Source: an optimization exercise on an open RTL-to-GDS flow (aim: small area, a short achievable clock period and few clock cycles per item). Production flows keep margins and buffers that such runs may drop. Where RTL was checked, it was by simulation tests only, not by an equivalence proof against the original. For run 2, only the layout was checked, not whether the RTL still works. No driver is modelled on the clock port, so clocking that relies on it looks cheaper here than on a real chip. Power figures rest on the tool's default switching activity, not on a simulated workload.

## flow/design.v (module list and top-level ports; edited modules follow where they fit)
// module dot_product_sequencer: 1942 lines
module dot_product_sequencer #(
    parameter int unsigned ADDR_W = 10,
    parameter int unsigned LEN_W  = 10
) (
    input  logic              clk,
    input  logic              rst,
    input  logic              start,
    input  logic [LEN_W-1:0]  len,
    input  logic [ADDR_W-1:0] a_base,
    input  logic [ADDR_W-1:0] b_base,
    output logic              mem_rd,
    output logic [ADDR_W-1:0] mem_addr_a,
    output logic [ADDR_W-1:0] mem_addr_b,
    input  logic [31:0]       mem_rdata_a,
    input  logic [31:0]       mem_rdata_b,
    output logic              busy,
    output logic              done,
    output logic [31:0]       result
);
  // ...
==> flow/flow/run.sh <==
#!/bin/bash
set -e
export SETUP_SLACK_MARGIN=7.8
export BUFFER_PORTS_ARGS="-buffer_cell sky130_fd_sc_hd__buf_1"
R=orfs/results/sky130hd/dot_product_sequencer/base
bash standard.sh synth > synth.log 2>&1
cp $R/1_2_yosys.v 1_2_yosys.standard.v
python3 flow/fapol.py 1_2_yosys.standard.v $R/1_2_yosys.v > fapol.log 2>&1
bash standard.sh cts > cts.log 2>&1
SKEW_BUFS="sky130_fd_sc_hd__clkbuf_1 sky130_fd_sc_hd__clkbuf_1 sky130_fd_sc_hd__clkbuf_1 sky130_fd_sc_hd__clkbuf_8" SKEW_DB=$R/4_cts.odb openroad -no_init -exit flow/skew.tcl > skew.log 2>&1
bash standard.sh finish > standard.log 2>&1
==> flow/flow/fapol.py <==
#!/usr/bin/env python3
"""Re-assign full-adder polarity in a mapped sky130 netlist to remove inverters.

A full adder is self-dual: FA(~a,~b,~c) = (~sum, ~cout). Yosys' extract_fa picks each
adder's polarity on its own, which leaves inverters between adders. This pass chooses,
for every fa cell (and every xor2/xnor2 cell, which can swap type for free), whether it
works on inverted signals, so that as few inverters as possible remain, then rewires.
Usage: fapol.py IN.v OUT.v
"""
import re, sys, random
from collections import defaultdict

src = open(sys.argv[1]).read()
m = re.search(r'\n\s*sky130_fd_sc_hd__', src)
head_end = m.start()
tail_start = src.rindex('endmodule')
head, body, tail = src[:head_end], src[head_end:tail_start], src[tail_start:]

cell_re = re.compile(r'\s*(sky130_fd_sc_hd__\w+)\s+(\S+)\s*\((.*?)\);', re.S)
pin_re = re.compile(r'\.(\w+)\(\s*(.*?)\s*\)\s*(?:,|$)', re.S)
cells = []
pos = 0
for mm in cell_re.finditer(body):
    assert body[pos:mm.start()].strip() == '', body[pos:mm.start()][:200]
    pos = mm.end()
    pins = [(p, n) for p, n in pin_re.findall(mm.group(3))]
    cells.append({'type': mm.group(1), 'name': mm.group(2), 'pins': pins})
assert body[pos:].strip() == '', body[pos:][:200]

OUTPINS = {'X', 'Y', 'Q', 'Q_N', 'SUM', 'COUT', 'HI', 'LO'}
def short(t): return t.replace('sky130_fd_sc_hd__', '')
def is_inv(c): return re.match(r'(clk)?inv_\d+$', short(c['type'])) is not None

# ports: nets in the module header
port_nets = set()
for mm in re.finditer(r'^\s*(input|output|inout)\s+(\[[^\]]*\]\s*)?([^;]+);', head, re.M):
    for n in mm.group(3).split(','):
        port_nets.add(n.strip())
def base(n):
    n = n.strip()
    mm = re.match(r'(\\\S+|\w+)\s*(\[\d+\])?$', n)
    return mm.group(1) if mm else n
def is_port(n): return base(n) in port_nets
def is_const(n): return "'" in n

pushed_nets = []
driver = {}
sinks = defaultdict(list)   # net -> [(cell index, pin)]
for i, c in enumerate(cells):
    for p, n in c['pins']:
        if is_const(n):
            continue
        if p in OUTPINS:
            driver[n] = (i, p)
        else:
            sinks[n].append((i, p))

# push inverters that feed buffers to the buffer outputs: "inv -> buf" becomes
# "buf -> inv", so the inversion can be absorbed further down (xor cells, adder polarity)
def is_buf(c): return re.match(r'(clk)?buf_\d+$', short(c['type'])) is not None
npushed = 0
changed = True
while changed:
    changed = False
    for i in range(len(cells)):
        c = cells[i]
        if not is_buf(c):
            continue
        pins = dict(c['pins'])
        m = pins['A']; n = pins['X']
        d = driver.get(m)
        if d is None or not is_inv(cells[d[0]]) or is_port(n) or is_port(m):
            continue
        a = dict(cells[d[0]]['pins'])['A']
        if is_const(a):
            continue
        npushed += 1
        nn = f"_fapol_b{npushed}_"
        # buffer now reads the inverter's input and drives a new net; a new inverter drives n
        sinks[m] = [(ci, cp) for (ci, cp) in sinks[m] if ci != i]
        c['pins'] = [('A', a), ('X', nn)]
        sinks[a].append((i, 'A'))
        driver[nn] = (i, 'X')
        cells.append({'type': 'sky130_fd_sc_hd__inv_1', 'name': f"_fapol_bi{npushed}_",
                      'pins': [('A', nn), ('Y', n)]})
        driver[n] = (len(cells) - 1, 'Y')
        sinks[nn].append((len(cells) - 1, 'A'))
        pushed_nets.append(nn)
        changed = True
sys.stderr.write(f"fapol: pushed {npushed} inverters through buffers\n")

# inverters we may dissolve: output not a port, input not constant
dissolve = set()
for i, c in enumerate(cells):
    if is_inv(c):
        a = dict(c['pins'])['A']; y = dict(c['pins'])['Y']
        if not is_port(y) and not is_const(a):
            dissolve.add(i)

root_cache = {}
def root(n):
    if n in root_cache: return root_cache[n]
    d = driver.get(n)
    if d is not None and d[0] in dissolve:
        r, q = root(dict(cells[d[0]]['pins'])['A'])
        res = (r, q ^ 1)
    else:
        res = (n, 0)
    root_cache[n] = res
    return res

# variables: fa cells, xor2/xnor2 cells (type swap)
var_of_cell = {}
nvar = 0
for i, c in enumerate(cells):
    t = short(c['type'])
    if t.startswith('fa_') or t in ('xor2_1', 'xnor2_1'):
        var_of_cell[i] = nvar; nvar += 1

# each root net: which variable (if any) flips it
root_var = {}
for n, (i, p) in driver.items():
    if i in var_of_cell:
        root_var[n] = var_of_cell[i]

# sink records: for every sink pin of a non-dissolved cell (or port usage) on net n
# need = q(n) ^ flip(root) ^ pinflip
sink_list = []   # (cell idx, pin, root, q, pinvar or -1)
xor_in = defaultdict(list)
for i, c in enumerate(cells):
    if i in dissolve: continue
    t = short(c['type'])
    for p, n in c['pins']:
        if p in OUTPINS or is_const(n): continue
        r, q = root(n)
        if t in ('xor2_1', 'xnor2_1'):
            xor_in[i].append((p, r, q))   # parity absorbed into the cell type
            continue
        pv = var_of_cell[i] if t.startswith('fa_') else -1
        sink_list.append((i, p, r, q, pv))
# port nets driven by dissolved inverters are impossible (excluded); output ports that are
# roots read the root directly: need = flip(root)
port_sinks = []
for n in driver:
    if is_port(n):
        r, q = root(n)
        port_sinks.append((r, q))

by_root = defaultdict(list)
for k, s in enumerate(sink_list):
    by_root[s[2]].append(k)
var_roots = defaultdict(set)
for r, v in root_var.items():
    var_roots[v].add(r)
for k, (i, p, r, q, pv) in enumerate(sink_list):
    if pv >= 0: var_roots[pv].add(r)
port_roots = defaultdict(int)
for r, q in port_sinks:
    port_roots[r] |= 1

x = [0] * nvar
def root_cost(r):
    fr = x[root_var[r]] if r in root_var else 0
    if r in port_roots and fr:
        return 10 ** 6   # never flip a net that is a port
    for k in by_root[r]:
        i, p, _, q, pv = sink_list[k]
        if q ^ fr ^ (x[pv] if pv >= 0 else 0):
            return 1
    return 0

before = sum(1 for i in dissolve)
cost = sum(root_cost(r) for r in by_root)
sys.stderr.write(f"fapol: {nvar} variables, {len(dissolve)} inverters, initial cost {cost}\n")
random.seed(1)
import math
best_x = x[:]; best = cost
T = 2.0
iters = int(__import__("os").environ.get("FAPOL_ITERS", "400000"))
vr = [list(var_roots[v]) for v in range(nvar)]
for it in range(iters):
    T = 2.0 * (1 - it / iters) + 0.02
    v = random.randrange(nvar)
    rs = vr[v]
    c0 = sum(root_cost(r) for r in rs)
    x[v] ^= 1
    c1 = sum(root_cost(r) for r in rs)
    d = c1 - c0
    if d <= 0 or random.random() < math.exp(-d / T):
        cost += d
        if cost < best:
            best = cost; best_x = x[:]
    else:
        x[v] ^= 1
x = best_x
cost = sum(root_cost(r) for r in by_root)
sys.stderr.write(f"fapol: final inverter count {cost}\n")

# driver cells that have a complement with the same pins: swap the type instead of adding
# an inverter when every reader of the net wants it inverted
COMP = {}
for a_, b_ in [('nand2_1', 'and2_1'), ('nor2_1', 'or2_1'), ('nand3_1', 'and3_1'), ('nor3_1', 'or3_1'),
               ('a21oi_1', 'a21o_1'), ('o21ai_0', 'o21a_1'), ('o21ai_1', 'o21a_1'), ('a22oi_1', 'a22o_1'),
               ('a31oi_1', 'a31o_1'), ('o31ai_1', 'o31a_1'), ('a211oi_1', 'a211o_1'),
               ('o211ai_1', 'o211a_1'), ('nand2b_1', 'and2b_1'), ('nor2b_1', 'or2b_1'),
               ('a21boi_0', 'a21bo_1'), ('o21bai_1', 'o21ba_1')]:
    COMP[a_] = (b_, 'Y', 'X')
    if b_ not in COMP:
        COMP[b_] = (a_, 'X', 'Y')
extra = {}
def flip_of(r):
    return (x[root_var[r]] if r in root_var else 0) ^ extra.get(r, 0)
swapped = {}
nswap = 0
for r, ks in by_root.items():
    if r in root_var or r in port_roots or r not in driver:
        continue
    di, dp = driver[r]
    dt = short(cells[di]['type'])
    if dt not in COMP or di in dissolve:
        continue
    needs = []
    for k in ks:
        i, p, _, q, pv = sink_list[k]
        needs.append(q ^ flip_of(r) ^ (x[pv] if pv >= 0 else 0))
    if needs and all(needs):
        extra[r] = 1
        swapped[di] = COMP[dt]
        nswap += 1
sys.stderr.write(f"fapol: {nswap} drivers swapped to their complement\n")

# rewrite
newcells = []
inv_net = {}
uid = [0]
extra_wires = []
def inv_of(r):
    if r not in inv_net:
        uid[0] += 1
        n = f"_fapol_n{uid[0]}_"
        inv_net[r] = n
        extra_wires.append(n)
        newcells.append({'type': 'sky130_fd_sc_hd__inv_1', 'name': f"_fapol_i{uid[0]}_",
                         'pins': [('A', r), ('Y', n)]})
    return inv_net[r]

sink_need = {}
for k, (i, p, r, q, pv) in enumerate(sink_list):
    sink_need[(i, p)] = (r, q ^ flip_of(r) ^ (x[pv] if pv >= 0 else 0))

out = []
for i, c in enumerate(cells):
    if i in dissolve: continue
    t = short(c['type'])
    typ = c['type']
    pins = []
    swap = False
    if t in ('xor2_1', 'xnor2_1'):
        par = x[var_of_cell[i]]
        for (p_, r_, q_) in xor_in[i]:
            par ^= q_ ^ flip_of(r_)
        swap = bool(par)
    if swap:
        typ = 'sky130_fd_sc_hd__xnor2_1' if t == 'xor2_1' else 'sky130_fd_sc_hd__xor2_1'
    if i in swapped:
        typ = 'sky130_fd_sc_hd__' + swapped[i][0]
    for p, n in c['pins']:
        if p in OUTPINS:
            if swap: p = 'Y' if t == 'xor2_1' else 'X'
            if i in swapped and p == swapped[i][1]: p = swapped[i][2]
            pins.append((p, n))
        elif i in xor_in and any(pp_ == p for pp_, _, _ in xor_in[i]):
            pins.append((p, [r_ for pp_, r_, _ in xor_in[i] if pp_ == p][0]))
        elif (i, p) in sink_need:
            r, need = sink_need[(i, p)]
            pins.append((p, inv_of(r) if need else r))
        else:
            pins.append((p, n))
    out.append({'type': typ, 'name': c['name'], 'pins': pins})
out += newcells

def fmt(c):
    s = f"  {c['type']} {c['name']} (\n"
    s += ",\n".join(f"    .{p}({n}{' ' if n.startswith(chr(92)) else ''})" for p, n in c['pins'])
    return s + "\n  );\n"
wires = "".join(f"  wire {n};\n" for n in extra_wires + pushed_nets)
open(sys.argv[2], 'w').write(head.rstrip('\n') + "\n" + wires + "".join(fmt(c) for c in out) + tail)
sys.stderr.write(f"fapol: removed {len(dissolve)} inverters, added {len(newcells)}\n")
==> flow/flow/skew.tcl <==
# Delay the clock of the carry-save accumulator registers (s_acc, c_acc, ckg_r) by one extra
# buffer stage. Their inputs come from the multiplier tree (the long register-to-register
# paths); their outputs feed the tree again and the resolve adder, which have slack. None of
# them is on a path from an input or to an output.
set db_file $::env(SKEW_DB)
set buf_names $::env(SKEW_BUFS)
read_db $db_file
set block [ord::get_db_block]
set db [ord::get_db]
foreach b $buf_names {
  if {[$db findMaster $b] == "NULL"} { error "no master $b" }
}
set groups [dict create]
foreach inst [$block getInsts] {
  set name [$inst getName]
  if {[regexp {^(s_acc|c_acc|ckg_r)\\?\[} $name]} {
    set it [$inst findITerm CLK]
    set net [$it getNet]
    dict lappend groups [$net getName] $it
  }
}
set k 0
foreach netname [dict keys $groups] {
  set net [$block findNet $netname]
  set its [dict get $groups $netname]
  # centroid of the flops
  set sx 0; set sy 0; set n 0
  foreach it $its {
    set inst [$it getInst]
    set bb [$inst getBBox]
    set sx [expr {$sx + ([$bb xMin] + [$bb xMax]) / 2}]
    set sy [expr {$sy + ([$bb yMin] + [$bb yMax]) / 2}]
    incr n
  }
  set cx [expr {$sx / $n}]; set cy [expr {$sy / $n}]
  set drive $net
  set s 0
  foreach b $buf_names {
    set master [$db findMaster $b]
    set newnet [odb::dbNet_create $block "skew_clk_net_${k}_$s"]
    $newnet setSigType CLOCK
    set buf [odb::dbInst_create $block $master "skew_clk_buf_${k}_$s"]
    [$buf findITerm A] connect $drive
    [$buf findITerm X] connect $newnet
    $buf setLocation $cx $cy
    $buf setPlacementStatus PLACED
    set drive $newnet
    incr s
  }
  foreach it $its {
    $it disconnect
    $it connect $newnet
  }
  puts "skew: net $netname: moved $n flops behind $buf_names"
  incr k
}
global_connect
detailed_placement
check_placement
write_db $db_file
==> flow/standard.sh <==
#!/bin/bash
# synth_recipe.tcl (not shown) runs the flow's synth.tcl, then flattens the netlist and writes it again
# the make line also repeats each setting of config.mk as NAME=value (left out here)
make -C /OpenROAD-flow-scripts/flow DESIGN_CONFIG=/design/flow/config.mk WORK_HOME=/design/flow/orfs CLKGATE_MAP_FILE= SYNTH_SCRIPT=/design/flow/synth_recipe.tcl "${@:-finish}"
==> flow/config.mk <==
export PLATFORM = sky130hd
export DESIGN_NAME = dot_product_sequencer
export DESIGN_NICKNAME = dot_product_sequencer
export VERILOG_FILES = /design/flow/design.v
export SDC_FILE = /design/flow/constraint.sdc
export NUM_CORES = 4
export LEC_CHECK = 0
export CAP_MARGIN = 20
export CORE_MARGIN = 2
export CORE_UTILIZATION = 60
export SLEW_MARGIN = 20
==> flow/constraint.sdc <==
create_clock -name core_clock -period 12.0 [get_ports {clk}]
set_input_delay 2.4000 -clock core_clock [delete_from_list [all_inputs] [get_ports {clk}]]
set_output_delay 2.4000 -clock core_clock [all_outputs]
set_load 0.01 [all_outputs]
==> reports/qor.txt, run 1 <==
RUN STATUS
-----------------------------------------------------------------------
Status ...................................................  timing/DRC/antenna clean

WORST SETUP PATH
-----------------------------------------------------------------------
Buffer and inverter count on the worst path ..............            3
Crit path arrival time ...................................      4.36 ns
Worst Path Max Fanout ....................................            9
Number of cells on the worst reg-to-reg path .............           10
Start point of the critical path .........................          rst

GRT
-----------------------------------------------------------------------
Total track usage ........................................        37.7%
Met2 Resource Use GR .....................................        57.9%
Congestion Overflow GR ...................................            0

PLACEMENT
-----------------------------------------------------------------------
RD Place Congestion ......................................        0.901
Number of placed instances, taps included ................         3019

MIN PATH
-----------------------------------------------------------------------
Depth of the worst hold-timing path ......................            1

FLOORPLANNING
-----------------------------------------------------------------------
Starting density of the core .............................        60.4%
Number of well taps ......................................          546
Floorplan Core Area ......................................  0.0428 mm^2
Die footprint ............................................  0.0448 mm^2

FINISH
-----------------------------------------------------------------------
Number of flip-flops and latches .........................          218
Leading cell type in the layout, fill and taps excluded .. sky130_fd_sc_hd__xnor2_1
Filler Cell Count ........................................         3494
Clock Network Area Fraction ..............................        3.08%
Reg area ................................................. 0.00442 mm^2

CLOCKING
-----------------------------------------------------------------------
Insertion delay to the later sink of the worst-skew pair .      1.05 ns
Number of clock sinks ....................................          218
Number of gates resized after CTS ........................           79
Maximum number of buffers from clock root to sink ........            3

TIMING
-----------------------------------------------------------------------
Count of final setup violators ...........................            0
Setup repair after global routing missed its margin ......           no
Final count of pins violating max slew ...................            0
Final worst clock skew ...................................     0.497 ns

PWR
-----------------------------------------------------------------------
Sequential Power Share ...................................        15.5%
PnR Total Power ..........................................      7.71 mW

LOGIC SYNTHESIS
-----------------------------------------------------------------------
Syn nets .................................................         3120

DETAILED ROUTING
-----------------------------------------------------------------------
Post-route antenna net violation count ...................            0

Testbench counts, summed over its fixed seeds: cycles 8,591, items 320.
==> inputs of run 2 (changes only) <==
--- a/flow/design.v
+++ b/flow/design.v
@@ -1927,16 +1927,14 @@
     assign s_nx[31] = fc1537;
     assign c_nx[31] = fs1538;
     always_ff @(posedge clk) begin
         s_acc <= s_nx;
         c_acc <= c_nx;
         ckg_r <= ckg_nx;
     end
     logic r_zero;
-    logic w_zero;
-    assign w_zero = rst || (r_zero && !r_t3);
     always_ff @(posedge clk) begin
-        r_zero   <= w_zero;
-        r_result <= w_zero ? '0 : w_sum;
+        r_zero   <= rst || (r_zero && !r_t3);
+        r_result <= w_sum;
     end
-    assign result = r_result;
+    assign result = r_zero ? '0 : r_result;
 endmodule
==> run 2 against run 1 <==
Against the previous run:
- still clean
- non-clock buffer count grew 9
- maximum frequency down 2.1%
- area after synthesis is essentially flat
- highest routed layer unchanged
==> reports/qor.txt, run 2 <==
DETAILED ROUTING
--------------------------------------------------------------------------------------
Drt drc .................................................................            0   unchanged
Post-route antenna net violation count ..................................            0   unchanged
Vias per cell ...........................................................         6.54   was 6.53
Number of optimization iterations in the first detailed-route pass ......            6   was 7
Total number of vias ....................................................        20300   was 20400
WL per Instance .........................................................      27.0 um   was 26.1 um
DRT iter0 DRCs ..........................................................         2232   was 2134
Post-Route WL ...........................................................      83.9 mm   was 81.6 mm

WORST SETUP PATH
--------------------------------------------------------------------------------------
CP startpoint kind ......................................................         flop   was input port
Origin of the critical flop-to-flop path ................................     ckg_r[0]   was ckg_r[2]
Worst Path Max Fanout ...................................................            5   was 9
Longest individual stage delay on the worst path ........................      0.46 ns   was 0.62 ns
Critical Path Slowest Stage Cell ........................................ sky130_fd_sc_hd__fa_1   was sky130_fd_sc_hd__a21oi_1
Setup CP Type ...........................................................   reg -> reg   was in -> reg
Start point of the critical path ........................................     ckg_r[0]   was rst
Required time of the critical path ......................................     12.50 ns   was 12.43 ns
Setup crit end kind .....................................................         flop   unchanged
Crit path arrival time ..................................................      4.51 ns   was 4.36 ns
Cell-by-cell trace of the critical path ................................. a21o_1 > fa_1 > fa_1 > a211oi_1 > o211ai_1 > and3_1 > o31a_1 > o211ai_1 > nor2b_1 > xnor2_1   was buf_1 > a21oi_1 > buf_4 > inv_1 > a311oi_1

GRT
--------------------------------------------------------------------------------------
First-pass GRT wire length ..............................................       129 mm   was 127 mm
Met1 Use GR .............................................................        47.5%   was 49.9%
Met2 Resource Use GR ....................................................        61.2%   was 57.9%
Total track usage .......................................................        38.6%   was 37.7%
Initial antenna violation count .........................................            1   was 0
Layer with the highest usage ............................................         met2   unchanged
Met3 track demand over resource in global routing .......................        10.7%   was 8.62%
Number of global-route vias before repair ...............................        22200   was 21600
Largest net degree at the start of global routing .......................           51   was 65
Congestion Overflow GR ..................................................            0   unchanged

PWR
--------------------------------------------------------------------------------------
Share of total power consumed by net switching ..........................        44.7%   was 45.4%
Share of power burned in the clock network ..............................        14.5%   was 13.2%
P_leak ..................................................................      10.1 nW   was 9.92 nW
Power Density ...........................................................  283 mW/mm^2   was 273 mW/mm^2
Sequential Power Share ..................................................        16.0%   was 15.5%
Relative contribution of combinational cells to total power .............        69.5%   was 71.3%
Pint ....................................................................      4.49 mW   was 4.21 mW
Switch Pwr ..............................................................      3.63 mW   was 3.50 mW
Largest vdd supply drop .................................................     0.213 mV   was 0.174 mV

FLOORPLANNING
--------------------------------------------------------------------------------------
Row count ...............................................................           76   unchanged
Die span in y ...........................................................       212 um   about the same
Starting density of the core ............................................        60.4%   about the same
Floorplan Core Area .....................................................  0.0428 mm^2   unchanged
Die footprint ...........................................................  0.0448 mm^2   about the same
Number of primary I/O pins ..............................................          152   unchanged
Die width ...............................................................       212 um   about the same

TIMING
--------------------------------------------------------------------------------------
Relative slew slack .....................................................        49.9%   was 41.5%
Number of hold-slack violations in the final timing report ..............            0   unchanged
Setup repair after global routing missed its margin .....................           no   unchanged
Count of final setup violators ..........................................            0   unchanged
Tmin final ..............................................................      4.01 ns   was 3.93 ns
Part of the cycle the worst path needs ..................................        33.4%   was 32.8%
Worst slew pin tran .....................................................     0.743 ns   was 0.877 ns
Final setup TNS .........................................................         0 ns   unchanged
Final worst clock skew ..................................................     0.496 ns   was 0.497 ns
Final count of pins violating max slew ..................................            0   unchanged
Upper clock frequency limit .............................................      249 MHz   was 254 MHz

RUN STATUS
--------------------------------------------------------------------------------------
Status ..................................................................  timing/DRC/antenna clean   unchanged

CLOCKING
--------------------------------------------------------------------------------------
Clock tree from TritonCTS ...............................................        built   unchanged
Clock root buffer ....................................................... sky130_fd_sc_hd__clkbuf_16   unchanged
Total of hold buffers inserted after clock tree synthesis ...............            0   unchanged
Maximum number of buffers from clock root to sink .......................            3   unchanged
CTS H-tree lvls .........................................................            1   unchanged
CTS buffer count ........................................................           27   was 26
Insertion delay to the later sink of the worst-skew pair ................      1.07 ns   was 1.05 ns
Number of clock sinks ...................................................          218   unchanged
Clock slew at the register clock pins of the worst setup and hold paths .      0.06 ns   about the same

FINISH
--------------------------------------------------------------------------------------
Area Growth Syn to Fin ..................................................        11.1%   was 9.13%
Fraction of layout instances using a drive strength above 1 .............        7.14%   was 6.53%
Reg area ................................................................ 0.00444 mm^2   was 0.00442 mm^2
Count of nets after finishing ...........................................         3162   was 3177
Non-Filler Instances ....................................................         3109   was 3119
Leading cell type in the layout, fill and taps excluded ................. sky130_fd_sc_hd__xnor2_1   unchanged
Final Cell Area .........................................................  0.0287 mm^2   was 0.0282 mm^2
Multi-input gate area ...................................................  0.0204 mm^2   was 0.0203 mm^2
Filler Cell Count .......................................................         3439   was 3494
Most frequent cells in the layout ....................................... 475 x sky130_fd_sc_hd__xnor2_1, 441 x sky130_fd_sc_hd__fa_1, 439 x sky130_fd_sc_hd__a22oi_1   was 476 x sky130_fd_sc_hd__xnor2_1, 441 x sky130_fd_sc_hd__fa_1, 439 x sky130_fd_sc_hd__a22oi_1

PLACEMENT
--------------------------------------------------------------------------------------
HPWL after detailed placement ...........................................      54.0 mm   was 56.2 mm
Post-placement cell area ................................................  0.0267 mm^2   about the same
RD Place Congestion .....................................................        0.922   was 0.901
Number of placed instances, taps included ...............................         2984   was 3019
Count of input and output buffers .......................................          151   unchanged

LOGIC SYNTHESIS
--------------------------------------------------------------------------------------
Synthesized cell area ...................................................  0.0258 mm^2   was 0.0259 mm^2
Yosys warning total .....................................................            1   unchanged
Mapped Cells ............................................................         2474   was 2499
Synthesized area divided by synthesized cell count ......................    10.4 um^2   was 10.3 um^2
Syn nets ................................................................         3095   was 3120

MIN PATH
--------------------------------------------------------------------------------------
Origin of the worst min-delay path ......................................         r_t1   was r_t2
Worst Hold Class ........................................................   reg -> reg   unchanged

FLOW RUN
--------------------------------------------------------------------------------------
Reported max-cap violation count ........................................            0   unchanged

[run 2: cell types whose count changed in the layout (fill, tap and decap cells not counted), moves of 8 or more]
| cell | before | now |
|---|---|---|
| sky130_fd_sc_hd__nor3_1 | 25 | 9 |
| sky130_fd_sc_hd__buf_12 | 0 | 12 |
| sky130_fd_sc_hd__o21a_1 | 10 | 2 |
| sky130_fd_sc_hd__xor2_1 | 62 | 72 |
| sky130_fd_sc_hd__nor2b_1 | 6 | 39 |
| sky130_fd_sc_hd__nor2_1 | 60 | 44 |
| sky130_fd_sc_hd__nand2_1 | 123 | 110 |
| sky130_fd_sc_hd__buf_4 | 31 | 19 |
| sky130_fd_sc_hd__buf_8 | 6 | 25 |
| sky130_fd_sc_hd__buf_6 | 44 | 23 |
| sky130_fd_sc_hd__inv_1 | 53 | 42 |
| sky130_fd_sc_hd__o21ai_0 | 58 | 49 |
[run 2: worst paths after layout]
path | end | slack [ns] | depth (start not counted)
hold / removal | r_t2 | 0.44 | 1
setup / recovery | r_result[27] | 7.99 | 10
hold reg to reg | r_t2 | 0.44 | 1
setup reg to reg | r_result[27] | 7.99 | 10
[run 2: area by class of cell]
type	count	area share [%]
Multi-Input combinational cell	1959	71.0
Sequential cell	218	15.5
Clock inverter	16	0.980
Buffer	60	1.31
Clock buffer	34	2.55
Antenna cell	1	0.00872
Tap cell	546	2.38
Timing Repair Buffer	233	5.80
Inverter	42	0.549
[run 2: through the flow]
stage	hold WS (ns)	utilization (%)	power, mW	setup slack (ns)
5_1_grt	0.462	67.1	9.08	7.82
3_5_place_dp	0.429	62.3	6.94	7.31
3_3_place_gp	0.420	62.3	6.70	7.35
4_1_cts	0.444	66.2	7.97	7.80
2_1_floorplan	0.414	-	5.35	7.80
6_report	0.440	67.1	8.12	7.99
[run 2: what timing repair did]
item	CTS	global route
setup endpoints to repair	74	0
resized for setup	132	0
buffers inserted	14	0
[run 2: power groups by stage]
| stage | sequential [mW] | combinational [mW] | clock, mW |
|---|---|---|---|
| 3_5_place_dp | 1.32 | 5.62 | 0 |
| 4_1_cts | 1.30 | 5.72 | 0.949 |
| 6_report | 1.30 | 5.64 | 1.18 |
| 2_1_floorplan | 1.24 | 4.11 | 0 |
| 5_1_grt | 1.32 | 6.53 | 1.24 |
| 3_3_place_gp | 1.32 | 5.38 | 0 |
[run 2: worst max-delay path, delay by kind of cell, from the launching register on]
family / cells / cell delay (ns)
simple gates: 2 / 0.63
xor+xnor: 1 / 0.14
flops: 1 / 0.30
compound gates: 5 / 1.57
fa+ha+maj: 2 / 0.86
[run 2: per-layer routing]
metal	vias to the layer above	share of wire, %
li1	8486	-
met1	10200	36
met2	1320	47
met3	348	11
met5	-	0
met4	0	6.2

port drivers added, routing unchanged:
The results above use ideal ports. As a check the final layouts listed here were re-extracted and re-timed, cells and wires unchanged. Step 1 (the two cells are an assumption about what drives the block):
set clk [get_ports {clk}]
set_driving_cell -lib_cell sky130_fd_sc_hd__clkbuf_16 $clk
set_driving_cell -lib_cell sky130_fd_sc_hd__buf_2 [delete_from_list [all_inputs] $clk]
Step 2, shift: input delay + t, output delay - t, t = (earliest + latest rising clock arrival at the registers) / 2. This alone moves slack from input paths to output paths. Three values: ideal ports, drivers, drivers and shift; two values: the first two.
run | t (ns) | setup slack, ns | hold WS [ns] | worst setup path after step 2 | latest minus earliest clock arrival (ns)
run 1 | 0.862 | 8.070 / 8.107 / 7.245 | 0.441 / 0.441 / 0.441 | input to register | 0.501 / 0.502
run 2 | 0.881 | 7.986 / 7.986 / 7.986 | 0.440 / 0.440 / 0.440 | register to register | 0.502 / 0.502
Clock arrivals are far apart in run 1 and run 2, so t is only a midpoint there and step 2 fits no single register. The setup slack of run 1, which loses most, moves by +0.037 ns with the drivers and by -0.825 ns with both steps.
